This is an optimization exercise on Yosys and OpenROAD, whose aim is a short achievable clock period and few clock cycles per item, not a production implementation.
At most, simulation tests tie the RTL to the original design; equivalence was not proved.
For runs 7 and 8, only the layout was checked, not whether the RTL still works.
Power figures rest on the tool's default switching activity, not on a simulated workload.

--- config.mk ---
export PLATFORM = sky130hd
export DESIGN_NAME = tx_core
export DESIGN_NICKNAME = tx_core
export VERILOG_FILES = /design/flow/design.v
export SDC_FILE = /design/flow/constraint.sdc
export NUM_CORES = 4
export LEC_CHECK = 0
export CAP_MARGIN = 20
export CORE_MARGIN = 2
export CORE_UTILIZATION = 60
export SETUP_SLACK_MARGIN = 5
export SLEW_MARGIN = 20
export SYNTH_HIERARCHICAL = 1
export SYNTH_MINIMUM_KEEP_SIZE = 0
export TNS_END_PERCENT = 100
--- constraint.sdc ---
create_clock -name core_clock -period 9.0 [get_ports {clock}]
set_input_delay 1.8000 -clock core_clock [delete_from_list [all_inputs] [get_ports {clock}]]
set_output_delay 1.8000 -clock core_clock [all_outputs]
set_load 0.01 [all_outputs]
--- design.v ---
package tx_pkg;
	localparam int WORD_WIDTH = 32;
	localparam int ADDR_WIDTH = 32;
	localparam int LEN_WIDTH = 8;
	localparam int CSUM_WIDTH = 16;
	localparam int REG_ADDR_WIDTH = 4;
	localparam int DESC_WIDTH = ADDR_WIDTH + LEN_WIDTH;
	localparam int ACC_WIDTH = CSUM_WIDTH + 10;
	typedef logic [WORD_WIDTH-1:0] word_t;
	typedef logic [ADDR_WIDTH-1:0] addr_t;
	typedef logic [LEN_WIDTH-1:0] len_t;
	typedef logic [CSUM_WIDTH-1:0] csum_t;
	typedef logic [DESC_WIDTH-1:0] desc_t;
	typedef logic [REG_ADDR_WIDTH-1:0] reg_addr_t;
	localparam reg_addr_t REG_CTRL = 4'h0;
	localparam reg_addr_t REG_DESC_ADDR = 4'h4;
	localparam reg_addr_t REG_DESC_LEN = 4'h8;
	localparam reg_addr_t REG_STATUS = 4'hC;
	localparam int CTRL_EN_BIT = 0;
	localparam int CTRL_IRQ_EN_BIT = 1;
	localparam int DESC_FIFO_DEPTH = 4;
	localparam int META_FIFO_DEPTH = 4;
	localparam int CSUM_FIFO_DEPTH = 4;
	localparam int DATA_FIFO_DEPTH = 7;
endpackage
`timescale 1ns/1ns
module tx_fifo #(
	parameter int WIDTH = 8,
	parameter int DEPTH = 4
) (
	input wire logic clock,
	input wire logic arst_n_i,
	input wire logic push_i,
	input wire logic [WIDTH-1:0] push_data_i,
	input wire logic pop_i,
	output logic [WIDTH-1:0] head_o,
	output logic empty_o,
	output logic full_o
);
	localparam int PTR_WIDTH = (DEPTH > 1) ? $clog2(DEPTH) : 1;
	localparam int CNT_WIDTH = $clog2(DEPTH + 1);
	logic [WIDTH-1:0] mem [DEPTH];
	logic [PTR_WIDTH-1:0] wr_ptr_q;
	logic [PTR_WIDTH-1:0] rd_ptr_q;
	logic [CNT_WIDTH-1:0] count_q;
	logic head_v_q;
	logic [WIDTH-1:0] head_q;
	logic do_push;
	logic load;
	logic stored;
	logic [PTR_WIDTH-1:0] wr_ptr_next;
	logic [PTR_WIDTH-1:0] rd_ptr_next;
	assign wr_ptr_next = (wr_ptr_q == PTR_WIDTH'(DEPTH - 1)) ? '0 : wr_ptr_q + 1'b1;
	assign rd_ptr_next = (rd_ptr_q == PTR_WIDTH'(DEPTH - 1)) ? '0 : rd_ptr_q + 1'b1;
	assign do_push = push_i && !full_o;
	assign stored = (count_q != '0);
	assign load = (!head_v_q || pop_i) && (stored || do_push);
	always_ff @(posedge clock) begin
		if (do_push)
			mem[wr_ptr_q] <= push_data_i;
	end
	always_ff @(posedge clock) begin
		if (load)
			head_q <= stored ? mem[rd_ptr_q] : push_data_i;
	end
	always_ff @(posedge clock or negedge arst_n_i) begin
		if (!arst_n_i) begin
			wr_ptr_q <= '0;
			rd_ptr_q <= '0;
			count_q <= '0;
			head_v_q <= 1'b0;
			full_o <= 1'b0;
		end else begin
			if (do_push)
				wr_ptr_q <= wr_ptr_next;
			if (load)
				rd_ptr_q <= rd_ptr_next;
			case ({do_push, load})
				2'b10: count_q <= count_q + 1'b1;
				2'b01: count_q <= count_q - 1'b1;
				default: ;
			endcase
			if (load)
				head_v_q <= 1'b1;
			else if (pop_i)
				head_v_q <= 1'b0;
			case ({do_push, load})
				2'b10: full_o <= (count_q == CNT_WIDTH'(DEPTH - 1));
				2'b01: full_o <= 1'b0;
				default: ;
			endcase
		end
	end
	assign head_o = head_q;
	assign empty_o = !head_v_q;
endmodule
`timescale 1ns/1ns
module tx_mmr (
	input wire logic clock,
	input wire logic arst_n_i,
	input wire logic reg_wr_en_i,
	input tx_pkg::reg_addr_t reg_addr_i,
	input tx_pkg::word_t reg_wr_data_i,
	input wire logic desc_full_i,
	input wire logic frame_done_i,
	output tx_pkg::word_t reg_rd_data_o,
	output logic enable_o,
	output logic disable_o,
	output logic desc_push_o,
	output tx_pkg::desc_t desc_o,
	output logic channel_irq_o
);
	logic enable_q;
	logic irq_en_q;
	tx_pkg::addr_t desc_addr_q;
	logic pending_q;
	logic [7:0] frame_cnt_q;
	logic wr_ctrl;
	logic wr_addr;
	logic wr_len;
	logic wr_status;
	logic pending_d;
	logic irq_en_d;
	assign wr_ctrl = reg_wr_en_i && (reg_addr_i == tx_pkg::REG_CTRL);
	assign wr_addr = reg_wr_en_i && (reg_addr_i == tx_pkg::REG_DESC_ADDR);
	assign wr_len = reg_wr_en_i && (reg_addr_i == tx_pkg::REG_DESC_LEN);
	assign wr_status = reg_wr_en_i && (reg_addr_i == tx_pkg::REG_STATUS);
	assign pending_d = frame_done_i || (pending_q && !(wr_status && reg_wr_data_i[0]));
	assign irq_en_d = wr_ctrl ? reg_wr_data_i[tx_pkg::CTRL_IRQ_EN_BIT] : irq_en_q;
	always_ff @(posedge clock or negedge arst_n_i) begin
		if (!arst_n_i) begin
			enable_q <= 1'b0;
			irq_en_q <= 1'b0;
			desc_addr_q <= '0;
			pending_q <= 1'b0;
			frame_cnt_q <= '0;
		end else begin
			if (wr_ctrl)
				enable_q <= reg_wr_data_i[tx_pkg::CTRL_EN_BIT];
			irq_en_q <= irq_en_d;
			if (wr_addr)
				desc_addr_q <= reg_wr_data_i;
			if (frame_done_i)
				frame_cnt_q <= frame_cnt_q + 8'd1;
			pending_q <= pending_d;
		end
	end
	assign desc_push_o = wr_len && !desc_full_i;
	assign desc_o = {desc_addr_q, reg_wr_data_i[tx_pkg::LEN_WIDTH-1:0]};
	tx_pkg::word_t rd_ctrl;
	tx_pkg::word_t rd_status;
	always_comb begin
		rd_ctrl = '0;
		rd_ctrl[tx_pkg::CTRL_EN_BIT] = enable_q;
		rd_ctrl[tx_pkg::CTRL_IRQ_EN_BIT] = irq_en_q;
		rd_status = '0;
		rd_status[0] = pending_q;
		rd_status[15:8] = frame_cnt_q;
		rd_status[16] = desc_full_i;
	end
	for (genvar i = 0; i < tx_pkg::WORD_WIDTH; i++) begin : g_rd
		tx_rdbit #(
			.HAS_CTRL(i == tx_pkg::CTRL_EN_BIT || i == tx_pkg::CTRL_IRQ_EN_BIT),
			.HAS_STATUS(i == 0 || (i >= 8 && i <= 16))
		) rd_bit (
			.addr_i(reg_addr_i),
			.ctrl_i(rd_ctrl[i]), .desc_addr_i(desc_addr_q[i]), .status_i(rd_status[i]),
			.rd_o(reg_rd_data_o[i])
		);
	end
	assign enable_o = enable_q;
	assign disable_o = wr_ctrl && !reg_wr_data_i[tx_pkg::CTRL_EN_BIT];
	assign channel_irq_o = pending_q && irq_en_q;
endmodule
module tx_rdbit #(
	parameter bit HAS_CTRL = 1'b0,
	parameter bit HAS_STATUS = 1'b0
) (
	input tx_pkg::reg_addr_t addr_i,
	input wire logic ctrl_i,
	input wire logic desc_addr_i,
	input wire logic status_i,
	output logic rd_o
);
	if (HAS_STATUS && !HAS_CTRL) begin : g_two
		logic low_zero;
		logic sel_n;
		logic val_n;
		tx_nor2 low_nor (.a(addr_i[1]), .b(addr_i[0]), .y(low_zero));
		tx_nand2 sel_nand (.a(addr_i[2]), .b(low_zero), .y(sel_n));
		tx_mux2i val_mux (.s(addr_i[3]), .a0(desc_addr_i), .a1(status_i), .y(val_n));
		tx_nor2 out_nor (.a(sel_n), .b(val_n), .y(rd_o));
	end else begin : g_any
		assign rd_o = (HAS_CTRL && addr_i == tx_pkg::REG_CTRL && ctrl_i)
			|| (addr_i == tx_pkg::REG_DESC_ADDR && desc_addr_i)
			|| (HAS_STATUS && addr_i == tx_pkg::REG_STATUS && status_i);
	end
endmodule
module tx_nor2 (
	input wire logic a,
	input wire logic b,
	output logic y
);
	assign y = !(a || b);
endmodule
module tx_nand2 (
	input wire logic a,
	input wire logic b,
	output logic y
);
	assign y = !(a && b);
endmodule
module tx_mux2i (
	input wire logic s,
	input wire logic a0,
	input wire logic a1,
	output logic y
);
	assign y = !(s ? a1 : a0);
endmodule
`timescale 1ns/1ns
module tx_ctrl (
	input wire logic clock,
	input wire logic arst_n_i,
	input wire logic enable_i,
	input wire logic disable_i,
	input wire logic desc_empty_i,
	input tx_pkg::desc_t desc_i,
	input wire logic meta_pop_i,
	input wire logic data_pop_i,
	input wire logic csum_pop_i,
	input tx_pkg::word_t mem_rd_data_i,
	output logic desc_pop_o,
	output logic meta_push_o,
	output tx_pkg::len_t meta_len_o,
	output logic mem_rd_en_o,
	output tx_pkg::addr_t mem_addr_o,
	output logic word_valid_o,
	output tx_pkg::word_t word_o,
	output logic sof_o,
	output logic eof_o
);
	localparam int META_CAP = tx_pkg::META_FIFO_DEPTH + 1;
	localparam int CSUM_CAP = tx_pkg::CSUM_FIFO_DEPTH + 1;
	localparam int DATA_CAP = tx_pkg::DATA_FIFO_DEPTH + 1;
	localparam int META_CW = $clog2(META_CAP + 1);
	localparam int CSUM_CW = $clog2(CSUM_CAP + 1);
	localparam int DATA_CW = $clog2(DATA_CAP + 1);
	tx_pkg::addr_t addr_q;
	tx_pkg::len_t rem_q;
	logic act_q;
	logic first_q;
	logic rd_en_q;
	logic ret_v_q;
	logic ret_sof_q;
	logic ret_eof_q;
	logic [META_CW-1:0] meta_used_q;
	logic [CSUM_CW-1:0] csum_used_q;
	logic [DATA_CW-1:0] data_used_q;
	tx_pkg::addr_t desc_addr;
	tx_pkg::len_t desc_len;
	logic last;
	logic free;
	logic load;
	logic act_d;
	logic rd_en_d;
	logic room;
	assign desc_addr = desc_i[tx_pkg::DESC_WIDTH-1:tx_pkg::LEN_WIDTH];
	assign desc_len = desc_i[tx_pkg::LEN_WIDTH-1:0];
	assign last = (rem_q == '0);
	assign free = !act_q || (rd_en_q && last);
	assign load = free && !desc_empty_i
		&& (meta_used_q != META_CW'(META_CAP)) && (csum_used_q != CSUM_CW'(CSUM_CAP));
	assign act_d = load || (act_q && !(rd_en_q && last));
	assign room = (data_used_q < DATA_CW'(DATA_CAP - 1))
		|| ((data_used_q == DATA_CW'(DATA_CAP - 1)) && !rd_en_q);
	assign rd_en_d = act_d && enable_i && !disable_i && room;
	always_ff @(posedge clock or negedge arst_n_i) begin
		if (!arst_n_i) begin
			act_q <= 1'b0;
			rd_en_q <= 1'b0;
			ret_v_q <= 1'b0;
			ret_sof_q <= 1'b0;
			ret_eof_q <= 1'b0;
			word_valid_o <= 1'b0;
			sof_o <= 1'b0;
			eof_o <= 1'b0;
			meta_used_q <= '0;
			csum_used_q <= '0;
			data_used_q <= '0;
			rem_q <= '0;
			first_q <= 1'b0;
		end else begin
			act_q <= act_d;
			rd_en_q <= rd_en_d;
			if (load) begin
				rem_q <= desc_len - 1'b1;
				first_q <= 1'b1;
			end else if (rd_en_q) begin
				rem_q <= rem_q - 1'b1;
				first_q <= 1'b0;
			end
			ret_v_q <= rd_en_q;
			ret_sof_q <= rd_en_q && first_q;
			ret_eof_q <= rd_en_q && last;
			word_valid_o <= ret_v_q;
			sof_o <= ret_sof_q;
			eof_o <= ret_eof_q;
			case ({load, meta_pop_i})
				2'b10: meta_used_q <= meta_used_q + 1'b1;
				2'b01: meta_used_q <= meta_used_q - 1'b1;
				default: ;
			endcase
			case ({load, csum_pop_i})
				2'b10: csum_used_q <= csum_used_q + 1'b1;
				2'b01: csum_used_q <= csum_used_q - 1'b1;
				default: ;
			endcase
			case ({rd_en_q, data_pop_i})
				2'b10: data_used_q <= data_used_q + 1'b1;
				2'b01: data_used_q <= data_used_q - 1'b1;
				default: ;
			endcase
		end
	end
	always_ff @(posedge clock) begin
		if (load)
			addr_q <= desc_addr;
		else if (rd_en_q)
			addr_q <= addr_q + 32'd4;
		word_o <= mem_rd_data_i;
	end
	assign desc_pop_o = load;
	assign meta_push_o = load;
	assign meta_len_o = desc_len;
	assign mem_rd_en_o = rd_en_q;
	assign mem_addr_o = addr_q;
endmodule
`timescale 1ns/1ns
module tx_csum (
	input wire logic clock,
	input wire logic arst_n_i,
	input wire logic word_valid_i,
	input tx_pkg::word_t word_i,
	input wire logic sof_i,
	input wire logic eof_i,
	output logic csum_push_o,
	output tx_pkg::csum_t csum_o
);
	localparam int CW = tx_pkg::CSUM_WIDTH;
	localparam int AW = CW + 2;
	localparam int FW = CW + 1;
	logic [AW-1:0] acc_q;
	logic [AW-1:0] base;
	logic [FW-1:0] fold;
	tx_pkg::csum_t sum;
	assign base = sof_i ? '0 : acc_q;
	always_ff @(posedge clock) begin
		if (word_valid_i)
			acc_q <= AW'(base[CW-1:0]) + AW'(base[AW-1:CW])
				+ AW'(word_i[CW-1:0]) + AW'(word_i[tx_pkg::WORD_WIDTH-1:CW]);
	end
	always_ff @(posedge clock or negedge arst_n_i) begin
		if (!arst_n_i)
			csum_push_o <= 1'b0;
		else
			csum_push_o <= word_valid_i && eof_i;
	end
	assign fold = FW'(acc_q[CW-1:0]) + FW'(acc_q[AW-1:CW]);
	assign sum = fold[CW] ? CW'(fold[1:0] + 2'd1) : fold[CW-1:0];
	assign csum_o = ~sum;
endmodule
`timescale 1ns/1ns
module tx_core (
	input wire logic clock,
	input wire logic arst_n_i,
	input wire logic reg_wr_en_i,
	input tx_pkg::reg_addr_t reg_addr_i,
	input tx_pkg::word_t reg_wr_data_i,
	output tx_pkg::word_t reg_rd_data_o,
	output logic mem_rd_en_o,
	output tx_pkg::addr_t mem_addr_o,
	input tx_pkg::word_t mem_rd_data_i,
	input wire logic meta_rd_en_i,
	output tx_pkg::len_t meta_data_o,
	output logic meta_empty_o,
	input wire logic data_rd_en_i,
	output tx_pkg::word_t data_o,
	output logic data_empty_o,
	input wire logic csum_rd_en_i,
	output tx_pkg::csum_t csum_o,
	output logic csum_empty_o,
	output logic channel_irq_o
);
	logic enable;
	logic disable_now;
	logic desc_push;
	tx_pkg::desc_t desc_in;
	logic desc_pop;
	tx_pkg::desc_t desc_head;
	logic desc_empty;
	logic desc_full;
	logic meta_push;
	tx_pkg::len_t meta_len;
	logic word_valid;
	tx_pkg::word_t word;
	logic sof;
	logic eof;
	logic csum_push;
	tx_pkg::csum_t csum_val;
	logic frame_done;
	logic meta_pop;
	logic data_pop;
	logic csum_pop;
	assign frame_done = csum_push;
	assign meta_pop = meta_rd_en_i && !meta_empty_o;
	assign data_pop = data_rd_en_i && !data_empty_o;
	assign csum_pop = csum_rd_en_i && !csum_empty_o;
	tx_mmr tx_mmr_0 (
		.clock, .arst_n_i,
		.reg_wr_en_i, .reg_addr_i, .reg_wr_data_i, .reg_rd_data_o,
		.desc_full_i(desc_full), .frame_done_i(frame_done),
		.enable_o(enable), .disable_o(disable_now), .desc_push_o(desc_push), .desc_o(desc_in),
		.channel_irq_o
	);
	tx_ctrl tx_ctrl_0 (
		.clock, .arst_n_i,
		.enable_i(enable), .disable_i(disable_now), .desc_empty_i(desc_empty), .desc_i(desc_head),
		.meta_pop_i(meta_pop), .data_pop_i(data_pop), .csum_pop_i(csum_pop),
		.mem_rd_data_i,
		.desc_pop_o(desc_pop), .meta_push_o(meta_push), .meta_len_o(meta_len),
		.mem_rd_en_o, .mem_addr_o,
		.word_valid_o(word_valid), .word_o(word), .sof_o(sof), .eof_o(eof)
	);
	tx_csum tx_csum_0 (
		.clock, .arst_n_i,
		.word_valid_i(word_valid), .word_i(word), .sof_i(sof), .eof_i(eof),
		.csum_push_o(csum_push), .csum_o(csum_val)
	);
	tx_fifo #(.WIDTH(tx_pkg::DESC_WIDTH), .DEPTH(tx_pkg::DESC_FIFO_DEPTH)) desc_fifo (
		.clock, .arst_n_i,
		.push_i(desc_push), .push_data_i(desc_in), .pop_i(desc_pop),
		.head_o(desc_head), .empty_o(desc_empty), .full_o(desc_full)
	);
	tx_fifo #(.WIDTH(tx_pkg::LEN_WIDTH), .DEPTH(tx_pkg::META_FIFO_DEPTH)) meta_fifo (
		.clock, .arst_n_i,
		.push_i(meta_push), .push_data_i(meta_len), .pop_i(meta_rd_en_i),
		.head_o(meta_data_o), .empty_o(meta_empty_o), .full_o()
	);
	tx_fifo #(.WIDTH(tx_pkg::WORD_WIDTH), .DEPTH(tx_pkg::DATA_FIFO_DEPTH)) data_fifo (
		.clock, .arst_n_i,
		.push_i(word_valid), .push_data_i(word), .pop_i(data_rd_en_i),
		.head_o(data_o), .empty_o(data_empty_o), .full_o()
	);
	tx_fifo #(.WIDTH(tx_pkg::CSUM_WIDTH), .DEPTH(tx_pkg::CSUM_FIFO_DEPTH)) csum_fifo (
		.clock, .arst_n_i,
		.push_i(csum_push), .push_data_i(csum_val), .pop_i(csum_rd_en_i),
		.head_o(csum_o), .empty_o(csum_empty_o), .full_o()
	);
endmodule
--- flow/run.sh ---
#!/bin/bash
# The standard layout, with the register read port's pins placed as one group
set -uo pipefail
here=$(pwd)
bash standard.sh PRE_IO_PLACEMENT_TCL="$here/flow/pre_io.tcl" > "$here/standard.log" 2>&1
status=$?
tail -5 "$here/standard.log"
exit $status
--- flow/pre_io.tcl ---
# Keep the register read port together: the address pins in the middle
# of the read data pins, so the read mux sits in one small area
set_io_pin_constraint -group -order -pin_names {reg_rd_data_o[0] reg_rd_data_o[1] reg_rd_data_o[2] reg_rd_data_o[3] reg_rd_data_o[4] reg_rd_data_o[5] reg_rd_data_o[6] reg_rd_data_o[7] reg_rd_data_o[8] reg_rd_data_o[9] reg_rd_data_o[10] reg_rd_data_o[11] reg_rd_data_o[12] reg_rd_data_o[13] reg_rd_data_o[14] reg_rd_data_o[15] reg_addr_i[0] reg_addr_i[1] reg_addr_i[2] reg_addr_i[3] reg_rd_data_o[16] reg_rd_data_o[17] reg_rd_data_o[18] reg_rd_data_o[19] reg_rd_data_o[20] reg_rd_data_o[21] reg_rd_data_o[22] reg_rd_data_o[23] reg_rd_data_o[24] reg_rd_data_o[25] reg_rd_data_o[26] reg_rd_data_o[27] reg_rd_data_o[28] reg_rd_data_o[29] reg_rd_data_o[30] reg_rd_data_o[31]}
--- standard.sh ---
#!/bin/bash
# synth_recipe.tcl (not shown) runs the flow's synth.tcl, then flattens the netlist and writes it again
# the make line also repeats each setting of config.mk as NAME=value (left out here)
make -C /OpenROAD-flow-scripts/flow DESIGN_CONFIG=/design/flow/config.mk WORK_HOME=/design/flow/orfs CLKGATE_MAP_FILE= SYNTH_SCRIPT=/design/flow/synth_recipe.tcl "${@:-finish}"
==> flow_metrics.tcl, run 1 <==
set metrics [dict create \
    status "timing/DRC/antenna clean" \
    netlist_area_um2 33300 \
    clkTransAtPathRegs_ns 0.06 \
    max_stage_delay_ns 0.28 \
    finalHoldViolCount 0 \
    place_congestion 0.858 \
    fin_skew_ns 0.0185 \
    core_area_um2 55000 \
    yosysWarnings 13 \
    slew_viol_final 0 \
    dieArea_um2 57500 \
    setup_viol 0 \
    overflow 0 \
    fill_cells 3543 \
    power_leakage_nw 14.2 \
    finalSetupTns_ns 0 \
    hold_slack_ns 0.350 \
    peakVddDrop_v 0.000189 \
    cts_tree "done" \
    final_nets 2419 \
    worstSetupStartpointType "primary input" \
    dp_hpwl_um 43500 \
    port_buffers 198 \
    cts.sinks 767 \
    pre_cts_slack_ns 2.93 \
    vias 18100 \
    slew_headroom 0.250 \
    cap_violations 0 \
    max_freq_ghz 0.228 \
    cpLargestDelayFamily "buffers and inverters" \
    clockBufferDepth 3 \
    slowest_stage "and4b_1" \
    route.detailed.drc 0 \
    grt_pass1_vias 18600 \
    die_w_um 240 \
    ant_nets 0 \
    grt_start_max_net_pins 75 \
    num_antenna_cells 0 \
    max_slew.worst_pin.slew_ns 1.12 \
    drtIter0Drc 1265 \
    wl_per_cell_um 23.1 \
    die_y_um 240 \
    hold_path_class "reg2reg" \
    final_common_cell "edfxtp_1" \
    grtUsageTotal 0.252 \
    cts-root-buf "clkbuf_16" \
    cp.buffers_inverters 4 \
    p_per_area_nw_per_um2 287 \
    syn_nets 2186 \
    initial_core_util 0.607 \
    rows 86 \
    ios 199 \
    fin_crit_sh 0.487 \
    cts_inserted_buffers 77 \
    path_common_cell "buf_12" \
    synth_cells 2021 \
    end_kind "output port" \
    grt_pass1_wl_um 109000 \
    path_max_fanout 6 \
    hold_buffers 0 \
    routed_wl_um 70800 \
    insertion_delay_ns 0.61 \
    fin_total_pwr_mw 11.2 \
    firstDrtPassIters 5 \
    rsz0062_at_grt "yes" \
    drive_above_1_share 0.226 \
    setup_slack_ns 4.61 \
    avgSynthCellArea_um2 16.5 \
    crit_type "in2out" \
    min_period_ns 4.39 \
    final_cell_mix "edfxtp_1 (626), clkdlybuf4s50_1 (160), dfrtp_1 (101), nor2_1 (97), mux2_2 (90)" \
    area_growth_syn_to_layout_pct 17.3 \
    crit_arrival_ns 2.59 \
    antenna_found_initial 1 \
    cts_max_level 3 \
    cp.required_ns 7.20 \
    via_per_inst 5.90 \
    crit_chain "buf_16 -> buf_12 -> buf_12 -> and4b_1 -> buf_2" \
]
what timing repair did:
action | 4_1_cts | 5_1_grt
gates cloned | 10 | 2
buffers inserted | 11 | 6
resized for setup | 193 | 15
pin swaps | 16 | 8
setup endpoints to repair | 278 | 38
worst paths after layout:
path / startpoint / end / slack (ns) / cells past startpoint
worst max-delay path: reg_addr_i[3] / reg_rd_data_o[21] / 4.61 / 5
worst min-delay path: tx_ctrl_0.ret_eof_q / tx_ctrl_0.eof_o / 0.35 / 0
worst max register to register: tx_ctrl_0.sof_o / tx_csum_0.acc_q[15] / 5.21 / 11
worst min register to register: tx_ctrl_0.ret_eof_q / tx_ctrl_0.eof_o / 0.35 / 0
max in group asynchronous: arst_n_i / csum_fifo.rd_ptr_q[0] / 6.67 / 2
min in group asynchronous: arst_n_i / tx_mmr_0.desc_addr_q[9] / 1.16 / 1
layout make-up:
type                       instances  area (µm²)  area share
sequential                       767       22200       0.567
timing repair buffer             243        2570      0.0656
multi-input combinational       1093       10500       0.268
clock inverter                    38         392      0.0100
clock buffer                     106        2280      0.0582
inverter                          72         285     0.00729
tap                              748         936      0.0239
worst reg2reg max path, cell delays in order (launching register included):
cell	delay, ns
dfrtp_2	0.53
nand2b_1	0.21
fa_1	0.48
inv_1	0.06
fa_1	0.48
ha_1	0.24
fa_1	0.42
a21o_1	0.21
a221o_1	0.34
o311ai_2	0.31
o21ba_1	0.19
xnor2_1	0.07
flip-flops by register name, indices dropped and copies added, names as in the netlist, 4 cells and up:
name,cells
data_fifo.mem,224
desc_fifo.mem,160
csum_fifo.mem,64
desc_fifo.head_q,40
data_fifo.head_q,32
meta_fifo.mem,32
tx_ctrl_0.addr_q,32
tx_ctrl_0.word_o,32
tx_mmr_0.desc_addr_q,32
tx_csum_0.acc_q,18
csum_fifo.head_q,16
meta_fifo.head_q,8
tx_ctrl_0.rem_q,8
tx_mmr_0.frame_cnt_q,8
tx_ctrl_0.data_used_q,4
per-layer routing:
layer	track usage	share of wire	up-vias	wire, µm
li1	-	-	8179	-
met1	0.341	0.42	9217	29800
met2	0.418	0.49	558	34800
met3	0.0453	0.057	129	4020
met4	0.0841	0.030	2	2110
met5	0	0.00017	-	12
where the power goes:
| part | switching (mW) | total (mW) | leakage, nW | internal [mW] |
|---|---|---|---|---|
| Sequential | 0.465 | 4.97 | 7.28 | 4.51 |
| Clock | 1.35 | 3.33 | 1.31 | 1.98 |
| Combinational | 1.50 | 2.92 | 5.65 | 1.42 |
| Total | 3.32 | 11.2 | 14.2 | 7.91 |
per-stage QoR:
step / utilization / cells / area, µm²
floorplan: - / 2021 / 33400
global placement: 0.653 / 2894 / 35900
detailed placement: 0.653 / 2894 / 35900
CTS: 0.709 / 3059 / 39000
global route: 0.712 / 3067 / 39100
finish: 0.712 / 3067 / 39100
Testbench counts, summed over its fixed seeds: cycles 12,358, frames 1,200.
==> run 2, diff against run 1 <==
--- a/config.mk
+++ b/config.mk
@@ -8,5 +8,5 @@
 export CAP_MARGIN = 20
 export CORE_MARGIN = 2
-export CORE_UTILIZATION = 60
+export CORE_UTILIZATION = 75
 export SETUP_SLACK_MARGIN = 5
 export SLEW_MARGIN = 20
==> flow_metrics.tcl, run 2 <==
set metrics [dict create \
    status "timing/DRC/antenna clean" \
    grt_start_max_net_pins 69 \
    setup_viol 0 \
    grt_pass1_wl_um 117000 \
    p_sw_mw 3.45 \
    swShare 0.307 \
    peakVddDrop_v 0.000191 \
    via_per_inst 6.60 \
    firstDrtPassIters 6 \
    top_regs "data_fifo.mem x224, desc_fifo.mem x160, csum_fifo.mem x64" \
    core_area_um2 44000 \
    hold_buffers 0 \
    cap_violations 0 \
    largest_reg_flops 224 \
    syn_nets 2186 \
    die_y_um 215 \
    grtUsageTotal 0.340 \
    clockPowerShare 0.283 \
    drtIter0Drc 2348 \
    grt_pass1_vias 19800 \
    clockBufferDepth 3 \
    rsz0062_at_grt "yes" \
    cts_inserted_buffers 75 \
    p_int_mw 7.80 \
    finalSetupTns_ns 0 \
    worstSetupStartpointType "primary input" \
    ant_nets 0 \
    end_kind "output port" \
    max_slew.worst_pin.slew_ns 1.11 \
    initial_core_util 0.757 \
    antenna_found_initial 3 \
    crit_type "in2out" \
    yosysWarnings 13 \
    finalHoldViolCount 0 \
    place_congestion 0.839 \
    final_common_cell "edfxtp_1" \
    avgSynthCellArea_um2 16.5 \
    slew_viol_final 0 \
    route.detailed.drc 0 \
    cts_max_level 3 \
    power_leakage_nw 14.2 \
    fin_skew_ns 0.0246 \
    min_period_ns 4.46 \
    final_cell_mix "edfxtp_1 (626), clkdlybuf4s50_1 (160), dfrtp_1 (103), mux2_2 (90), mux4_2 (88)" \
    cts-root-buf "clkbuf_16" \
    insertion_delay_ns 0.62 \
    hold_path_class "reg2reg" \
    fin_util 0.882 \
    dieArea_um2 46200 \
    clkTransAtPathRegs_ns 0.06 \
    cts_tree "done" \
    cts.sinks 767 \
    comb_power_share 0.269 \
    routed_wl_um 80100 \
    ios 199 \
    drive_above_1_share 0.226 \
    synth_cells 2021 \
    cp.required_ns 7.20 \
    fin_crit_sh 0.495 \
    p_per_area_nw_per_um2 290 \
    overflow 0 \
    placed_area_um2 35700 \
    wl_per_cell_um 27.5 \
    area_growth_syn_to_layout_pct 16.5 \
    port_buffers 198 \
    finalInstanceArea_um2 38800 \
    vias 19200 \
    path_max_fanout 5 \
    max_freq_ghz 0.224 \
    slew_headroom 0.261 \
    p_seq_frac 0.449 \
    crit_arrival_ns 2.66 \
    fin_total_pwr_mw 11.2 \
    final_nets 2422 \
    top_register "data_fifo.mem" \
    netlist_area_um2 33300 \
    die_w_um 215 \
    rows 77 \
    hold_slack_ns 0.348 \
    dp_hpwl_um 44200 \
]
-- run 2: what timing repair did --
| item | in CTS | in global routing |
|---|---|---|
| gates resized for setup | 198 | 37 |
| setup buffers | 9 | 6 |
| cloned | 8 | 8 |
| pin swaps | 14 | 17 |
| setup endpoints to repair | 278 | 118 |
-- run 2: path summary, 6_finish.rpt --
path / cells after the start / startpoint / slack, ns / endpoint
max: 4 / reg_addr_i[2] / 4.54 / reg_rd_data_o[0]
max in group asynchronous: 3 / arst_n_i / 6.29 / data_fifo.rd_ptr_q[0]
min in group asynchronous: 1 / arst_n_i / 1.05 / tx_mmr_0.frame_cnt_q[0]
min: 0 / tx_ctrl_0.ret_eof_q / 0.35 / tx_ctrl_0.eof_o
min reg2reg: 0 / tx_ctrl_0.ret_eof_q / 0.35 / tx_ctrl_0.eof_o
max reg2reg: 11 / tx_ctrl_0.sof_o / 5.20 / tx_csum_0.acc_q[15]
-- run 2: critical path: stages --
cell and delay [ns]:
buf_16 0.13, mux2i_4 0.19, a2111oi_4 0.34, buf_2 0.19
-- run 2: through the flow --
| stage | instances | setup slack (ns) |
|---|---|---|
| global route | 2909 | 4.54 |
| finish | 2910 | 4.54 |
| floorplan | 2021 | 4.70 |
| global placement | 2740 | 3.05 |
| CTS | 2894 | 4.63 |
| detailed placement | 2740 | 2.95 |
-- run 2: metal layers --
layer,track usage,share of wire,vias up
met5,0,0.00014,-
met4,0.130,0.050,2
met3,0.0614,0.082,269
met2,0.588,0.52,1124
met1,0.434,0.35,9658
li1,-,-,8167
-- run 2: cell type report --
class                   count  area, µm²
diodes                      1       2.50
clock buffers             111       2190
clock inverters            26        282
fillers                  1670       5190
inverters                  72        289
multi-input cells        1094      10600
flip-flops and latches    767      22200
well taps                 592        741
repair buffers            247       2610
-- run 2: power groups by stage --
stage	registers (mW)	clock network [mW]	logic, mW
after CTS	5.03	3.17	2.99
after detailed placement	5.08	0	2.88
after global placement	5.05	0	2.74
final	5.05	3.18	3.02
after global routing	5.09	3.32	3.28
after floorplan	4.87	0	2.12
==> run 3, diff against run 2 <==
==> flow/run.sh (replaced) <==
#!/bin/bash
# The standard layout, with the register read port's pins placed as one group
set -uo pipefail
here=$(pwd)
bash standard.sh PRE_IO_PLACEMENT_TCL="$here/flow/pre_io.tcl" SETUP_MOVE_SEQUENCE=unbuffer,sizeup,swap > "$here/standard.log" 2>&1
status=$?
tail -5 "$here/standard.log"
exit $status
--- a/config.mk
+++ b/config.mk
@@ -8,5 +8,5 @@
 export CAP_MARGIN = 20
 export CORE_MARGIN = 2
-export CORE_UTILIZATION = 75
+export CORE_UTILIZATION = 60
 export SETUP_SLACK_MARGIN = 5
 export SLEW_MARGIN = 20
==> flow_metrics.tcl, run 3 <==
set metrics [dict create \
    status "timing/DRC/antenna clean" \
    wl_per_cell_um 22.8 \
    vias 17800 \
    rows 86 \
    comb_power_share 0.259 \
    firstDrtPassIters 5 \
    p_int_mw 7.89 \
    p_sw_mw 3.31 \
    crit_type "in2out" \
    slew_headroom 0.246 \
    syn_nets 2186 \
    peakVddDrop_v 0.000190 \
    cts_max_level 3 \
    overflow 0 \
    met1_length_um 29200 \
    largest_reg_flops 224 \
    max_freq_ghz 0.226 \
    route.detailed.drc 0 \
    power_leakage_nw 14.0 \
    final_cell_mix "edfxtp_1 (626), clkdlybuf4s50_1 (160), dfrtp_1 (101), mux2_2 (90), mux4_2 (88)" \
    clockPowerShare 0.297 \
    drive_above_1_share 0.224 \
    yosysWarnings 13 \
    fin_skew_ns 0.0177 \
    setup_slack_ns 4.57 \
    die_y_um 240 \
    finalHoldViolCount 0 \
    cts_tree "done" \
    finalSetupTns_ns 0 \
    pre_cts_slack_ns 2.93 \
    cp.required_ns 7.20 \
    place_congestion 0.858 \
    initial_core_util 0.607 \
    grt_pass1_vias 18400 \
    finalInstanceArea_um2 38700 \
    path_max_fanout 26 \
    hp-start "tx_ctrl_0.ret_eof_q" \
    final_common_cell "edfxtp_1" \
    fill_cells 3616 \
    rsz0062_at_grt "yes" \
    netlist_area_um2 33300 \
    dieArea_um2 57500 \
    avgSynthCellArea_um2 16.5 \
    fin_crit_sh 0.492 \
    dp.cells 2894 \
    final_cells 3038 \
    routed_wl_um 69200 \
    ff2ff_path_depth 13 \
    core_area_um2 55000 \
    clkTransAtPathRegs_ns 0.06 \
    dp_hpwl_um 43500 \
    antenna_found_initial 1 \
    hold_buffers 0 \
    fin_total_pwr_mw 11.2 \
    area_growth_syn_to_layout_pct 16.2 \
    p_seq_frac 0.444 \
    swShare 0.296 \
    grt_start_max_net_pins 75 \
    via_per_inst 5.86 \
    rrSetupSlack_ns 5.12 \
    port_buffers 198 \
    num_antenna_cells 0 \
    crit_arrival_ns 2.63 \
    final_nets 2390 \
    cts-root-buf "clkbuf_16" \
    holdPathStages 0 \
    end_kind "output port" \
    grt_pass1_wl_um 107000 \
    placed_area_um2 35900 \
    cts.sinks 767 \
    max_slew.worst_pin.slew_ns 1.13 \
    slew_viol_final 0 \
    clockBufferDepth 3 \
    synth_cells 2021 \
    min_period_ns 4.43 \
    top_regs "data_fifo.mem x224, desc_fifo.mem x160, csum_fifo.mem x64" \
    worstSetupStartpointType "primary input" \
    top_register "data_fifo.mem" \
    die_w_um 240 \
    ios 199 \
    p_per_area_nw_per_um2 289 \
    met3_length_um 4050 \
    r2r_start "tx_ctrl_0.rd_en_q" \
    setup_viol 0 \
    cap_violations 0 \
    hold_path_class "reg2reg" \
    grtUsageTotal 0.249 \
    insertion_delay_ns 0.61 \
    top_layer "met5" \
    routed-wl-met2_um 34200 \
    r2r_end "meta_fifo.count_q[2]" \
    cts_inserted_buffers 77 \
    hold_end "tx_ctrl_0.eof_o" \
    ant_nets 0 \
    drtIter0Drc 1155 \
]
## run 3: through the flow
step | hold slack, ns | utilization
floorplan | 0.331 | -
global placement | 0.332 | 0.653
detailed placement | 0.336 | 0.653
CTS | 0.350 | 0.702
global route | 0.362 | 0.705
finish | 0.349 | 0.705
## run 3: final cells by class
cell class | instances | area (µm²) | share of cell area
Sequential cell | 767 | 22200 | 0.573
Inverter | 72 | 305 | 0.00788
Clock buffer | 106 | 2280 | 0.0587
Multi-Input combinational cell | 1093 | 10600 | 0.274
Tap cell | 748 | 936 | 0.0242
Clock inverter | 38 | 392 | 0.0101
Timing Repair Buffer | 214 | 2040 | 0.0526
## run 3: power by group through the flow
stage	clock, mW	sequential, mW	combinational (mW)
after floorplan	0	4.87	2.12
after global placement	0	5.03	2.83
after detailed placement	0	5.04	2.90
after CTS	3.39	4.98	2.92
after global routing	3.51	5.03	3.21
final	3.33	4.97	2.90
## run 3: critical path, stage by stage
cell,delay [ns]
buf_16,0.13
buf_12,0.15
inv_4,0.04
a2111oi_4,0.31
buf_2,0.18
## run 3: layer usage
layer | vias up | track usage
met2 | 513 | 0.411
met5 | - | 0
met4 | 2 | 0.0790
li1 | 8109 | -
met1 | 9064 | 0.338
met3 | 115 | 0.0466
## run 3: worst max path at each step
stage / cells past startpoint / endpoint / from
after floorplan: 12 / desc_fifo.count_q[2] / reg_addr_i[1]
after global placement: 4 / reg_rd_data_o[0] / reg_addr_i[2]
after detailed placement: 4 / reg_rd_data_o[0] / reg_addr_i[2]
after CTS: 5 / reg_rd_data_o[0] / reg_addr_i[3]
after global routing: 5 / reg_rd_data_o[0] / reg_addr_i[3]
final: 5 / reg_rd_data_o[0] / reg_addr_i[3]
## run 3: timing repair
item | in CTS | in global routing
buffers inserted | 0 | 0
pin swaps | 32 | 19
setup endpoints to repair | 278 | 39
resized for setup | 191 | 38
==> run 4, diff against run 3 <==
--- a/config.mk
+++ b/config.mk
@@ -6,9 +6,9 @@
 export NUM_CORES = 4
 export LEC_CHECK = 0
-export CAP_MARGIN = 20
+export CAP_MARGIN = 0
 export CORE_MARGIN = 2
 export CORE_UTILIZATION = 60
 export SETUP_SLACK_MARGIN = 5
-export SLEW_MARGIN = 20
+export SLEW_MARGIN = 0
 export SYNTH_HIERARCHICAL = 1
 export SYNTH_MINIMUM_KEEP_SIZE = 0
==> flow_metrics.tcl, run 4 <==
set metrics [dict create \
    cp.buffers_inverters 4 \
    setup_viol 0 \
    end_kind "output port" \
    clkTransAtPathRegs_ns 0.06 \
    r2r_start "tx_ctrl_0.word_o[17]" \
    power_leakage_nw 13.9 \
    hp-start "tx_ctrl_0.ret_v_q" \
    grt_start_max_net_pins 75 \
    drtIter0Drc 1136 \
    path_max_fanout 26 \
    firstDrtPassIters 8 \
    rsz0062_at_grt "yes" \
    drive_above_1_share 0.220 \
    slew_viol_final 0 \
    final_nets 2393 \
    netlist_area_um2 33300 \
    cp.required_ns 7.20 \
    max_freq_ghz 0.226 \
    finalHoldViolCount 0 \
    finalSetupTns_ns 0 \
    grtUsageTotal 0.248 \
    status "timing/DRC/antenna clean" \
    fin_util 0.702 \
    route.detailed.drc 0 \
    yosysWarnings 13 \
    r2r_end "tx_csum_0.acc_q[15]" \
    antenna_found_initial 1 \
    die_y_um 240 \
    cts.sinks 767 \
    die_w_um 240 \
    cpLargestDelayFamily "buffers and inverters" \
    avgSynthCellArea_um2 16.5 \
    cts-root-buf "clkbuf_16" \
    min_period_ns 4.42 \
    via_per_inst 5.86 \
    overflow 0 \
    worstSetupStartpointType "primary input" \
    slew_headroom 0.118 \
    holdPathStages 0 \
    max_stage_delay_ns 0.31 \
    ant_nets 0 \
    hold_path_class "reg2reg" \
    vias 17800 \
    area_growth_syn_to_layout_pct 15.7 \
    largest_reg_flops 224 \
    fin_crit_sh 0.491 \
    hold_end "tx_ctrl_0.word_valid_o" \
    grt_pass1_wl_um 107000 \
    num_antenna_cells 0 \
    fin_skew_ns 0.0138 \
    hold_slack_ns 0.340 \
    fill_cells 3641 \
    port_buffers 198 \
    routed_wl_um 69300 \
    dieArea_um2 57500 \
    final_common_cell "edfxtp_1" \
    place_congestion 0.858 \
    core_area_um2 55000 \
    placed_area_um2 35900 \
    wl_per_cell_um 22.8 \
    cts_tree "done" \
    initial_core_util 0.607 \
    peakVddDrop_v 0.000205 \
    p_per_area_nw_per_um2 287 \
    cts_inserted_buffers 79 \
    crit_type "in2out" \
    slowest_stage "a2111oi_4" \
    cap_violations 0 \
    synth_cells 2021 \
    max_slew.worst_pin.slew_ns 1.32 \
    insertion_delay_ns 0.62 \
    top_regs "data_fifo.mem x224, desc_fifo.mem x160, csum_fifo.mem x64" \
    finalInstanceArea_um2 38600 \
    cts_max_level 3 \
    crit_chain "buf_16 -> buf_12 -> inv_4 -> a2111oi_4 -> buf_2" \
    ff2ff_path_depth 11 \
    syn_nets 2186 \
    rows 86 \
    crit_arrival_ns 2.62 \
    top_register "data_fifo.mem" \
    grt_pass1_vias 18400 \
    clockBufferDepth 3 \
    ios 199 \
    dp_hpwl_um 43700 \
    final_cell_mix "edfxtp_1 (626), clkdlybuf4s50_1 (160), dfrtp_1 (102), mux2_2 (90)" \
    rrSetupSlack_ns 5.16 \
]
-- run 4: report_power, final --
part	switching, mW	internal (mW)
clock	1.31	1.91
sequential	0.461	4.51
combinational	1.50	1.40
total	3.27	7.82
-- run 4: what timing repair did --
action | in CTS | in global routing
resized for setup | 189 | 29
pin swaps | 32 | 8
cloned | 0 | 0
setup endpoints to repair | 277 | 38
buffers inserted | 0 | 0
hold buffers | 0 | 0
-- run 4: worst max-delay path by stage --
stage                             start                    to  slack, ns  cells past startpoint
after detailed placement  reg_addr_i[2]      reg_rd_data_o[0]       2.94                      4
final                     reg_addr_i[3]      reg_rd_data_o[0]       4.58                      5
after CTS                 reg_addr_i[3]      reg_rd_data_o[0]       4.58                      5
after floorplan           reg_addr_i[1]  desc_fifo.count_q[2]       4.70                     12
after global placement    reg_addr_i[2]      reg_rd_data_o[0]       3.02                      4
after global routing      reg_addr_i[3]      reg_rd_data_o[0]       4.51                      5
-- run 4: metrics by stage --
step	worst slack [ns]	power [mW]	cells
after floorplan	4.70	6.99	2021
after global placement	3.02	7.86	2894
after detailed placement	2.94	7.94	2895
after CTS	4.58	11.2	3043
after global routing	4.51	11.7	3043
final	4.58	11.1	3043
-- run 4: routing by layer --
metal / vias up / part of all wire / global-route usage
met5: - / 0.00019 / 0
met4: 2 / 0.026 / 0.0831
li1: 8100 / - / -
met3: 98 / 0.056 / 0.0515
met1: 9188 / 0.42 / 0.330
met2: 449 / 0.50 / 0.413
-- run 4: layout make-up --
| type | count | area [µm²] | area share |
|---|---|---|---|
| clock buffer | 112 | 2280 | 0.0590 |
| clock inverter | 36 | 317 | 0.00820 |
| inverter | 72 | 305 | 0.00791 |
| multi-input combinational | 1093 | 10500 | 0.273 |
| sequential | 767 | 22200 | 0.575 |
| tap | 748 | 936 | 0.0242 |
| timing repair buffer | 215 | 2040 | 0.0529 |
==> run 5, diff against run 4 <==
==> flow/run.sh (replaced) <==
#!/bin/bash
# The standard layout, with the register read port's pins placed as one group
set -uo pipefail
here=$(pwd)
bash standard.sh PRE_IO_PLACEMENT_TCL="$here/flow/pre_io.tcl" SETUP_MOVE_SEQUENCE=unbuffer,sizeup,swap,clone > "$here/standard.log" 2>&1
status=$?
tail -5 "$here/standard.log"
exit $status
==> flow_metrics.tcl, run 5 <==
set metrics [dict create \
    register_area_um2 22200 \
    grt_pass1_wl_um 109000 \
    cts_setup_buffers 0 \
    fin_util 0.710 \
    rows 86 \
    slew_headroom 0.122 \
    final_cell_mix "edfxtp_1 (626), clkdlybuf4s50_1 (160), dfrtp_1 (102), nor2_1 (96), mux2_2 (90)" \
    largest_reg_flops 224 \
    final_common_cell "edfxtp_1" \
    clkTransAtPathRegs_ns 0.06 \
    worstSetupStartpointType "primary input" \
    slew_viol_final 0 \
    die_w_um 240 \
    overflow 0 \
    place_congestion 0.858 \
    ff2ff_path_depth 11 \
    drtIter0Drc 1344 \
    cpLargestDelayFamily "buffers and inverters" \
    dieArea_um2 57500 \
    placed_area_um2 35900 \
    peakVddDrop_v 0.000205 \
    top_register "data_fifo.mem" \
    crit_chain "buf_16 -> mux2i_4 -> a2111oi_4 -> buf_2" \
    status "timing/DRC/antenna clean" \
    hold_end "tx_ctrl_0.word_valid_o" \
    firstDrtPassIters 5 \
    routed_wl_um 71800 \
    r2r_start "tx_ctrl_0.word_o[17]" \
    cap_violations 0 \
    crit_type "in2out" \
    initial_core_util 0.607 \
    r2r_end "tx_csum_0.acc_q[15]" \
    clockBufferDepth 3 \
    multi_input_area_um2 10500 \
    cp.buffers_inverters 2 \
    fin_total_pwr_mw 11.1 \
    insertion_delay_ns 0.62 \
    crit_arrival_ns 2.58 \
    netlist_area_um2 33300 \
    fill_cells 3576 \
    fin_skew_ns 0.0146 \
    finalSetupTns_ns 0 \
    grt_use_met1 0.338 \
    synth_cells 2021 \
    grt_start_max_net_pins 75 \
    hold_buffers 0 \
    avgSynthCellArea_um2 16.5 \
    max_freq_ghz 0.228 \
    route.detailed.drc 0 \
    via_per_inst 5.93 \
    cp.required_ns 7.20 \
    yosysWarnings 13 \
    rrSetupSlack_ns 5.15 \
    min_period_ns 4.38 \
    max_stage_delay_ns 0.29 \
    rsz0062_at_grt "yes" \
    slowest_stage "a2111oi_4" \
    p_per_area_nw_per_um2 285 \
    setup_viol 0 \
    fin_crit_sh 0.487 \
    final_cells 3065 \
    final_nets 2415 \
    path_max_fanout 5 \
    max_slew.worst_pin.slew_ns 1.31 \
    dp.cells 2895 \
    cts_max_level 3 \
    syn_nets 2186 \
    grt_use_met2 0.423 \
    die_y_um 240 \
    hp-start "tx_ctrl_0.ret_v_q" \
    power_leakage_nw 14.2 \
    cts_tree "done" \
    grt_pass1_vias 18600 \
    ios 199 \
    finalInstanceArea_um2 39100 \
    hold_path_class "reg2reg" \
    antenna_found_initial 2 \
    cts.sinks 767 \
    core_area_um2 55000 \
    cts_inserted_buffers 79 \
    grtUsageTotal 0.253 \
    finalHoldViolCount 0 \
    dp_hpwl_um 43700 \
    top_regs "data_fifo.mem x224, desc_fifo.mem x160, csum_fifo.mem x64" \
    port_buffers 198 \
    ant_nets 0 \
    holdPathStages 0 \
    drive_above_1_share 0.223 \
    num_antenna_cells 0 \
    wl_per_cell_um 23.4 \
    cts-root-buf "clkbuf_16" \
    area_growth_syn_to_layout_pct 17.1 \
    end_kind "output port" \
    grt_busiest_layer "met2" \
    grt_use_met3 0.0467 \
    vias 18200 \
]
-- run 5: how the worst max path moves through the flow --
stage                  startpoint                   end  slack [ns]  cells after the start
finish              reg_addr_i[2]      reg_rd_data_o[0]        4.62                      4
global placement    reg_addr_i[2]      reg_rd_data_o[0]        3.02                      4
CTS                 reg_addr_i[2]      reg_rd_data_o[0]        4.62                      4
global route        reg_addr_i[2]      reg_rd_data_o[0]        4.57                      4
detailed placement  reg_addr_i[2]      reg_rd_data_o[0]        2.94                      4
floorplan           reg_addr_i[1]  desc_fifo.count_q[2]        4.70                     12
-- run 5: power by group --
part / internal, mW / switching [mW] / total [mW] / leakage (nW)
combinational: 1.42 / 1.51 / 2.92 / 5.63
sequential: 4.51 / 0.463 / 4.97 / 7.28
clock: 1.91 / 1.32 / 3.23 / 1.28
-- run 5: worst reg2reg max path, delay by kind of cell (launching register included) --
kind	cells	cell delay (ns)
compound gates	4	1.08
xor+xnor	1	0.07
fa+ha+maj	4	1.68
buf+inv	2	0.26
flops	1	0.51
-- run 5: routing by layer --
metal | share of wire | wire (µm)
met1 | 0.41 | 29600
met2 | 0.50 | 36000
met3 | 0.059 | 4220
met4 | 0.026 | 1850
met5 | 0.00026 | 19
-- run 5: repair_timing --
action,4_1_cts,5_1_grt
setup endpoints to repair,277,38
resized for setup,194,16
gates cloned,14,8
pin swaps,17,16
-- run 5: stage by stage --
stage,worst slack (ns),hold WS [ns]
floorplan,4.70,0.331
global placement,3.02,0.332
detailed placement,2.94,0.335
CTS,4.62,0.343
global route,4.57,0.349
finish,4.62,0.341
-- run 5: area by class of cell --
| class | count | area share |
|---|---|---|
| clock inverters | 36 | 0.00811 |
| inverters | 72 | 0.00766 |
| clock buffers | 112 | 0.0583 |
| repair buffers | 231 | 0.0640 |
| multi-input cells | 1096 | 0.269 |
| flip-flops and latches | 767 | 0.568 |
| repair inverters | 3 | 0.000865 |
| well taps | 748 | 0.0240 |
==> run 6, diff against run 5 <==
--- a/config.mk
+++ b/config.mk
@@ -6,9 +6,9 @@
 export NUM_CORES = 4
 export LEC_CHECK = 0
-export CAP_MARGIN = 0
+export CAP_MARGIN = 20
 export CORE_MARGIN = 2
 export CORE_UTILIZATION = 60
 export SETUP_SLACK_MARGIN = 5
-export SLEW_MARGIN = 0
+export SLEW_MARGIN = 20
 export SYNTH_HIERARCHICAL = 1
 export SYNTH_MINIMUM_KEEP_SIZE = 0
==> flow_metrics.tcl, run 6 <==
set metrics [dict create \
    grt_pass1_vias 18600 \
    clkTransAtPathRegs_ns 0.06 \
    crit_type "in2out" \
    area_growth_syn_to_layout_pct 17.4 \
    wl_per_cell_um 23.4 \
    worstSetupStartpointType "primary input" \
    firstDrtPassIters 7 \
    p_per_area_nw_per_um2 287 \
    die_w_um 240 \
    end_kind "output port" \
    port_buffers 198 \
    max_slew.worst_pin.slew_ns 1.14 \
    initial_core_util 0.607 \
    antenna_found_initial 1 \
    r2r_start "tx_ctrl_0.sof_o" \
    min_period_ns 4.38 \
    fin_crit_sh 0.487 \
    top_regs "data_fifo.mem x224, desc_fifo.mem x160, csum_fifo.mem x64" \
    ios 199 \
    ant_nets 0 \
    power_leakage_nw 14.2 \
    placed_area_um2 35900 \
    setup_viol 0 \
    hold_end "tx_ctrl_0.eof_o" \
    finalHoldViolCount 0 \
    rsz0062_at_grt "yes" \
    fin_skew_ns 0.0176 \
    avgSynthCellArea_um2 16.5 \
    cts_inserted_buffers 77 \
    crit_arrival_ns 2.58 \
    syn_nets 2186 \
    hold_slack_ns 0.350 \
    routed_wl_um 71700 \
    peakVddDrop_v 0.000195 \
    hold_path_class "reg2reg" \
    finalSetupTns_ns 0 \
    hold_buffers 0 \
    yosysWarnings 13 \
    cts_setup_buffers 0 \
    finalInstanceArea_um2 39100 \
    drtIter0Drc 1191 \
    path_max_fanout 5 \
    largest_reg_flops 224 \
    holdPathStages 0 \
    final_nets 2409 \
    grt_start_max_net_pins 75 \
    cts-root-buf "clkbuf_16" \
    r2r_end "tx_csum_0.acc_q[15]" \
    place_congestion 0.858 \
    clockBufferDepth 3 \
    grtUsageTotal 0.254 \
    status "timing/DRC/antenna clean" \
    drive_above_1_share 0.228 \
    num_antenna_cells 0 \
    slew_viol_final 0 \
    final_common_cell "edfxtp_1" \
    cp.required_ns 7.20 \
    top_register "data_fifo.mem" \
    route.detailed.drc 0 \
    cts_tree "done" \
    netlist_area_um2 33300 \
    hp-start "tx_ctrl_0.ret_eof_q" \
    overflow 0 \
    synth_cells 2021 \
    rrSetupSlack_ns 5.21 \
    ff2ff_path_depth 11 \
    cts_max_level 3 \
    insertion_delay_ns 0.61 \
    final_cell_mix "edfxtp_1 (626), clkdlybuf4s50_1 (160), dfrtp_1 (101), mux2_2 (90)" \
    die_y_um 240 \
    cts.sinks 767 \
    vias 18100 \
    slew_headroom 0.240 \
    max_freq_ghz 0.228 \
    core_area_um2 55000 \
    grt_pass1_wl_um 109000 \
    rows 86 \
    worstSetupStartpoint "reg_addr_i[2]" \
    via_per_inst 5.93 \
    cap_violations 0 \
    fill_cells 3557 \
    dp_hpwl_um 43500 \
    dieArea_um2 57500 \
]
==> run 6: how the worst max path moves through the flow <==
stage / slack, ns / to / cells after the start
after floorplan: 4.70 / desc_fifo.count_q[2] / 12
after global placement: 3.02 / reg_rd_data_o[0] / 4
after global routing: 4.58 / reg_rd_data_o[0] / 4
final: 4.62 / reg_rd_data_o[0] / 4
after CTS: 4.62 / reg_rd_data_o[0] / 4
after detailed placement: 2.93 / reg_rd_data_o[0] / 4
==> run 6: power breakdown <==
group	total (mW)	internal, mW	switching [mW]
clock	3.33	1.98	1.34
combinational	2.93	1.42	1.51
sequential	4.98	4.51	0.467
==> run 6: layer usage <==
layer  global-route usage  share of wire  wire length [µm]  vias to the layer above
met5                    0        0.00017                12                        -
met2                0.414           0.50             35500                      509
met4               0.0958          0.033              2350                        2
met3               0.0474          0.055              3960                      138
met1                0.342           0.42             29800                     9330
li1                     -              -                 -                     8153
==> run 6: layout make-up <==
| type | count | area (µm²) | share of cell area |
|---|---|---|---|
| Sequential cell | 767 | 22200 | 0.567 |
| Multi-Input combinational cell | 1096 | 10600 | 0.270 |
| Timing Repair Buffer | 229 | 2470 | 0.0632 |
| Clock buffer | 106 | 2280 | 0.0582 |
| Tap cell | 748 | 936 | 0.0239 |
| Clock inverter | 38 | 392 | 0.0100 |
| Inverter | 72 | 299 | 0.00764 |
| Timing Repair inverter | 1 | 11.3 | 0.000288 |
==> run 6: critical path, stage by stage <==
cell and delay (ns):
buf_16 0.12, mux2i_4 0.18, a2111oi_4 0.29, buf_2 0.19
==> run 6: metrics by stage <==
step	cells	setup WS [ns]	util	power, mW
2_1_floorplan	2021	4.70	-	6.99
3_3_place_gp	2894	3.02	0.653	7.86
3_5_place_dp	2894	2.93	0.653	7.94
4_1_cts	3052	4.62	0.709	11.3
5_1_grt	3057	4.58	0.712	11.8
6_report	3057	4.62	0.712	11.2
==> run 6: repair_timing <==
action                                  in CTS  in global routing
endpoints found under the setup margin     278                 39
gates cloned                                14                  5
pin swaps                                   19                 16
gates resized for setup                    199                 24
==> run 7, diff against run 6 <==
--- a/design.v
+++ b/design.v
@@ -183,39 +183,7 @@
 	output logic rd_o
 );
-	if (HAS_STATUS && !HAS_CTRL) begin : g_two
-		logic low_zero;
-		logic sel_n;
-		logic val_n;
-		tx_nor2 low_nor (.a(addr_i[1]), .b(addr_i[0]), .y(low_zero));
-		tx_nand2 sel_nand (.a(addr_i[2]), .b(low_zero), .y(sel_n));
-		tx_mux2i val_mux (.s(addr_i[3]), .a0(desc_addr_i), .a1(status_i), .y(val_n));
-		tx_nor2 out_nor (.a(sel_n), .b(val_n), .y(rd_o));
-	end else begin : g_any
-		assign rd_o = (HAS_CTRL && addr_i == tx_pkg::REG_CTRL && ctrl_i)
-			|| (addr_i == tx_pkg::REG_DESC_ADDR && desc_addr_i)
-			|| (HAS_STATUS && addr_i == tx_pkg::REG_STATUS && status_i);
-	end
-endmodule
-module tx_nor2 (
-	input wire logic a,
-	input wire logic b,
-	output logic y
-);
-	assign y = !(a || b);
-endmodule
-module tx_nand2 (
-	input wire logic a,
-	input wire logic b,
-	output logic y
-);
-	assign y = !(a && b);
-endmodule
-module tx_mux2i (
-	input wire logic s,
-	input wire logic a0,
-	input wire logic a1,
-	output logic y
-);
-	assign y = !(s ? a1 : a0);
+	assign rd_o = (HAS_CTRL && addr_i == tx_pkg::REG_CTRL && ctrl_i)
+		|| (addr_i == tx_pkg::REG_DESC_ADDR && desc_addr_i)
+		|| (HAS_STATUS && addr_i == tx_pkg::REG_STATUS && status_i);
 endmodule
 `timescale 1ns/1ns
==> flow/run.sh (replaced) <==
#!/bin/bash
# The standard layout, with the register read port's pins placed as one group
set -uo pipefail
here=$(pwd)
bash standard.sh PRE_IO_PLACEMENT_TCL="$here/flow/pre_io.tcl" > "$here/standard.log" 2>&1
status=$?
tail -5 "$here/standard.log"
exit $status
==> flow_metrics.tcl, run 7 <==
set metrics [dict create \
    p_seq_frac 0.444 \
    cap_violations 0 \
    finalInstanceArea_um2 39200 \
    top_register "data_fifo.mem" \
    antenna_found_initial 1 \
    drive_above_1_share 0.238 \
    max_freq_ghz 0.226 \
    final_nets 2399 \
    die_w_um 240 \
    path_max_fanout 6 \
    fin_total_pwr_mw 11.3 \
    port_buffers 198 \
    netlist_area_um2 33400 \
    hold_path_class "reg2reg" \
    route.detailed.drc 0 \
    slowest_stage "nor4b_4" \
    insertion_delay_ns 0.62 \
    synth_cells 2001 \
    grtUsageTotal 0.253 \
    swShare 0.294 \
    ant_nets 0 \
    p_per_area_nw_per_um2 288 \
    yosysWarnings 13 \
    setup_viol 0 \
    largest_reg_flops 224 \
    crit_arrival_ns 2.62 \
    cts_tree "done" \
    overflow 0 \
    power_leakage_nw 14.2 \
    finalSetupTns_ns 0 \
    max_stage_delay_ns 0.24 \
    register_area_um2 22200 \
    cts-root-buf "clkbuf_16" \
    max_slew.worst_pin.slew_ns 1.12 \
    crit_chain "buf_16 -> buf_12 -> mux2i_1 -> nor4b_4 -> buf_2" \
    final_cells 3049 \
    end_kind "output port" \
    cp.required_ns 7.20 \
    rsz0062_at_grt "yes" \
    wl_per_cell_um 23.4 \
    fin_crit_sh 0.492 \
    final_common_cell "edfxtp_1" \
    cts.sinks 767 \
    min_period_ns 4.42 \
    clockBufferDepth 3 \
    slew_headroom 0.255 \
    clkTransAtPathRegs_ns 0.06 \
    place_congestion 0.886 \
    via_per_inst 5.89 \
    dp.cells 2884 \
    dieArea_um2 57500 \
    syn_nets 2166 \
    avgSynthCellArea_um2 16.7 \
    top_regs "data_fifo.mem x224, desc_fifo.mem x160, csum_fifo.mem x64" \
    die_y_um 240 \
    fill_cells 3631 \
    placed_area_um2 36000 \
    rows 86 \
    final_cell_mix "edfxtp_1 (626), clkdlybuf4s50_1 (161), dfrtp_1 (102), mux2_2 (90), mux4_2 (88)" \
    initial_core_util 0.606 \
    cts_max_level 3 \
    grt_pass1_vias 18300 \
    fin_skew_ns 0.0171 \
    vias 18000 \
    grt_start_max_net_pins 71 \
    hold_slack_ns 0.345 \
    crit_type "in2out" \
    comb_power_share 0.255 \
    core_area_um2 55100 \
    worstSetupStartpointType "primary input" \
    setup_slack_ns 4.58 \
    grt_pass1_wl_um 109000 \
    area_growth_syn_to_layout_pct 17.5 \
    cts_inserted_buffers 78 \
    drtIter0Drc 1234 \
    ios 199 \
    status "timing/DRC/antenna clean" \
    firstDrtPassIters 5 \
    p_sw_mw 3.32 \
    routed_wl_um 71400 \
    fin_util 0.712 \
    finalHoldViolCount 0 \
    clockPowerShare 0.301 \
    p_int_mw 7.96 \
    slew_viol_final 0 \
    dp_hpwl_um 44100 \
    multi_input_area_um2 10700 \
    peakVddDrop_v 0.000172 \
    pre_cts_slack_ns 2.98 \
]
## run 7: path summary, 6_finish.rpt
kind                       cells past startpoint           startpoint                       end  slack [ns]
setup / recovery                               5        reg_addr_i[3]         reg_rd_data_o[14]        4.58
hold / removal                                 0  tx_ctrl_0.ret_sof_q           tx_ctrl_0.sof_o        0.35
setup reg to reg                              11      tx_ctrl_0.sof_o       tx_csum_0.acc_q[15]        5.16
hold reg to reg                                0  tx_ctrl_0.ret_sof_q           tx_ctrl_0.sof_o        0.35
max in group asynchronous                      2             arst_n_i     data_fifo.rd_ptr_q[0]        6.38
min in group asynchronous                      1             arst_n_i  tx_mmr_0.desc_addr_q[12]        1.24
## run 7: final cells by class
class | instances | area share
sequential | 767 | 0.566
inverter | 73 | 0.00705
timing repair buffer | 239 | 0.0617
tap | 748 | 0.0239
antenna | 1 | 0.0000638
multi-input combinational | 1075 | 0.272
clock inverter | 35 | 0.0120
clock buffer | 111 | 0.0574
## run 7: metal layers
metal  wire length, µm  track usage
met2             35900        0.429
met3              4050       0.0457
met5                 0            0
met4              1870       0.0824
met1             29500        0.336
## run 7: what timing repair did
item	in CTS	in global routing
pin swaps	23	5
resized for setup	198	45
setup endpoints to repair	203	111
gates cloned	9	0
hold buffers	0	0
setup buffers	7	2
## run 7: worst max-delay path: cells and delay by family
| kind | cells | cell delay (ns) |
|---|---|---|
| buffers and inverters | 3 | 0.44 |
| and+or+nand+nor | 1 | 0.24 |
| muxes | 1 | 0.15 |
## run 7: power by group through the flow
stage / Combinational (mW) / Sequential [mW] / Clock [mW]
6_report: 2.88 / 5.01 / 3.39
5_1_grt: 3.18 / 5.07 / 3.59
4_1_cts: 2.90 / 5.02 / 3.46
3_5_place_dp: 2.86 / 5.09 / 0
3_3_place_gp: 2.78 / 5.07 / 0
2_1_floorplan: 2.12 / 4.87 / 0
==> run 8, diff against run 7 <==
==> run.sh (new file) <==
#!/bin/bash
# synth_recipe.tcl (not shown) runs the flow's synth.tcl, then flattens the netlist and writes it again
# the make line also repeats each setting of config.mk as NAME=value (left out here)
make -C /OpenROAD-flow-scripts/flow DESIGN_CONFIG=/design/flow/config.mk WORK_HOME=/design/flow/orfs CLKGATE_MAP_FILE= SYNTH_SCRIPT=/design/flow/synth_recipe.tcl finish
removed: flow/run.sh
removed: flow/pre_io.tcl
removed: standard.sh
==> flow_metrics.tcl, run 8 <==
set metrics [dict create \
    ff2ff_path_depth 11 \
    crit_arrival_ns 2.72 \
    num_antenna_cells 0 \
    fin_util 0.709 \
    yosysWarnings 13 \
    rows 86 \
    cp.required_ns 7.20 \
    grt_start_max_net_pins 71 \
    drtIter0Drc 1216 \
    top_regs "data_fifo.mem x224, desc_fifo.mem x160, csum_fifo.mem x64" \
    path_max_fanout 3 \
    final_common_cell "edfxtp_1" \
    grt_use_met1 0.328 \
    area_growth_syn_to_layout_pct 17.1 \
    peakVddDrop_v 0.000184 \
    grt_use_met2 0.422 \
    vias 17800 \
    netlist_area_um2 33400 \
    power_leakage_nw 14.1 \
    rrSetupSlack_ns 5.22 \
    cts_inserted_buffers 79 \
    worstSetupStartpoint "reg_addr_i[2]" \
    routed_wl_um 70500 \
    cap_violations 0 \
    slew_headroom 0.315 \
    core_area_um2 55100 \
    setup_slack_ns 4.48 \
    fin_total_pwr_mw 11.2 \
    max_freq_ghz 0.221 \
    endpoint "reg_rd_data_o[0]" \
    end_kind "output port" \
    synth_cells 2001 \
    ant_nets 0 \
    avgSynthCellArea_um2 16.7 \
    finalHoldViolCount 0 \
    p_per_area_nw_per_um2 288 \
    hold_path_class "reg2reg" \
    fin_skew_ns 0.0129 \
    port_buffers 198 \
    wl_per_cell_um 23.1 \
    initial_core_util 0.606 \
    crit_type "in2out" \
    antenna_found_initial 3 \
    final_nets 2409 \
    insertion_delay_ns 0.61 \
    cts_max_level 3 \
    via_per_inst 5.81 \
    cts_tree "done" \
    place_congestion 0.858 \
    finalSetupTns_ns 0 \
    grt_pass1_vias 18400 \
    overflow 0 \
    worstSetupStartpointType "primary input" \
    min_period_ns 4.52 \
    route.detailed.drc 0 \
    die_w_um 240 \
    final_cell_mix "edfxtp_1 (626), clkdlybuf4s50_1 (161), dfrtp_1 (102), mux2_2 (90)" \
    top_register "data_fifo.mem" \
    setup_viol 0 \
    cts-root-buf "clkbuf_16" \
    syn_nets 2166 \
    r2r_end "tx_csum_0.acc_q[15]" \
    rsz0062_at_grt "yes" \
    largest_reg_flops 224 \
    grt_use_met3 0.0548 \
    r2r_start "tx_ctrl_0.sof_o" \
    pre_cts_slack_ns 3.45 \
    fin_crit_sh 0.503 \
    clkTransAtPathRegs_ns 0.05 \
    hold_slack_ns 0.352 \
    cts.sinks 767 \
    drive_above_1_share 0.233 \
    grt_busiest_layer "met2" \
    grt_pass1_wl_um 108000 \
    dp_hpwl_um 41900 \
    dieArea_um2 57500 \
    clockBufferDepth 3 \
    status "timing/DRC/antenna clean" \
    grtUsageTotal 0.252 \
    ios 199 \
    firstDrtPassIters 5 \
    slew_viol_final 0 \
    die_y_um 240 \
    max_slew.worst_pin.slew_ns 1.02 \
]
-- run 8: repair_timing --
action / CTS / global route
pin swaps: 4 / 3
buffers inserted: 12 / 8
gates cloned: 5 / 1
endpoints found under the setup margin: 65 / 37
resized for setup: 173 / 16
hold buffers: 0 / 0
-- run 8: how the worst min path moves through the flow --
| stage | startpoint | end | slack, ns | depth (start not counted) |
|---|---|---|---|---|
| after global placement | tx_ctrl_0.ret_v_q | tx_ctrl_0.word_valid_o | 0.33 | 0 |
| after floorplan | tx_ctrl_0.ret_eof_q | tx_ctrl_0.eof_o | 0.33 | 0 |
| final | tx_ctrl_0.ret_eof_q | tx_ctrl_0.eof_o | 0.35 | 0 |
| after CTS | tx_ctrl_0.ret_sof_q | tx_ctrl_0.sof_o | 0.35 | 0 |
| after global routing | tx_ctrl_0.ret_sof_q | tx_ctrl_0.sof_o | 0.37 | 0 |
| after detailed placement | tx_ctrl_0.ret_sof_q | tx_ctrl_0.sof_o | 0.33 | 0 |
-- run 8: area by class of cell --
class	count	area, µm²
well taps	748	936
repair buffers	249	2460
flip-flops and latches	767	22200
clock buffers	109	2250
fillers	3678	16000
clock inverters	37	467
multi-input cells	1074	10500
inverters	73	277
-- run 8: metal layers --
metal | part of all wire | up-vias
met5 | 0.00035 | -
met4 | 0.030 | 4
met3 | 0.060 | 124
met2 | 0.50 | 477
met1 | 0.41 | 9076
li1 | - | 8095
-- run 8: critical path, cell delays in order --
cell and delay [ns]:
buf_12 0.11, buf_12 0.13, mux2i_4 0.19, a2111oi_4 0.31
buf_2 0.18
-- run 8: report_power, final --
part	total, mW	switching [mW]	internal [mW]
Sequential	5.05	0.542	4.51
Combinational	2.80	1.39	1.41
Clock	3.40	1.35	2.05
-- run 8: metrics by stage --
| stage | std cells | instance area, µm² |
|---|---|---|
| 2_1_floorplan | 2001 | 33500 |
| 5_1_grt | 3057 | 39100 |
| 3_5_place_dp | 2884 | 36000 |
| 3_3_place_gp | 2884 | 36000 |
| 6_report | 3057 | 39100 |
| 4_1_cts | 3047 | 38900 |

-- separate check: timing with driven ports --
In the flow no input, the clock included, has a driving cell. The finished layouts below were timed again as built, in two steps. Step 1: set_driving_cell puts a clkbuf_16 on clock and a buf_2 on each other input, an assumption about the parent block. Step 2 times the ports against the registers' clock, not the clock port: input delays grow and output delays shrink by t, the midpoint of the rising clock arrivals with the driver on. a / b / c = ideal ports / drivers / drivers and shift; a / b = the first two.
run | t (ns) | setup WS [ns]
run 1 | 0.663 | 4.615 / 4.479 / 4.479
run 2 | 0.667 | 4.541 / 4.347 / 4.339
run 3 | 0.663 | 4.573 / 4.483 / 4.483
run 4 | 0.668 | 4.577 / 4.489 / 4.489
run 5 | 0.675 | 4.619 / 4.407 / 4.407
run 6 | 0.662 | 4.618 / 4.393 / 4.393
run 7 | 0.669 | 4.576 / 4.506 / 4.506
run 8 | 0.669 | 4.476 / 4.408 / 4.408
After both steps every run listed still meets setup and hold.
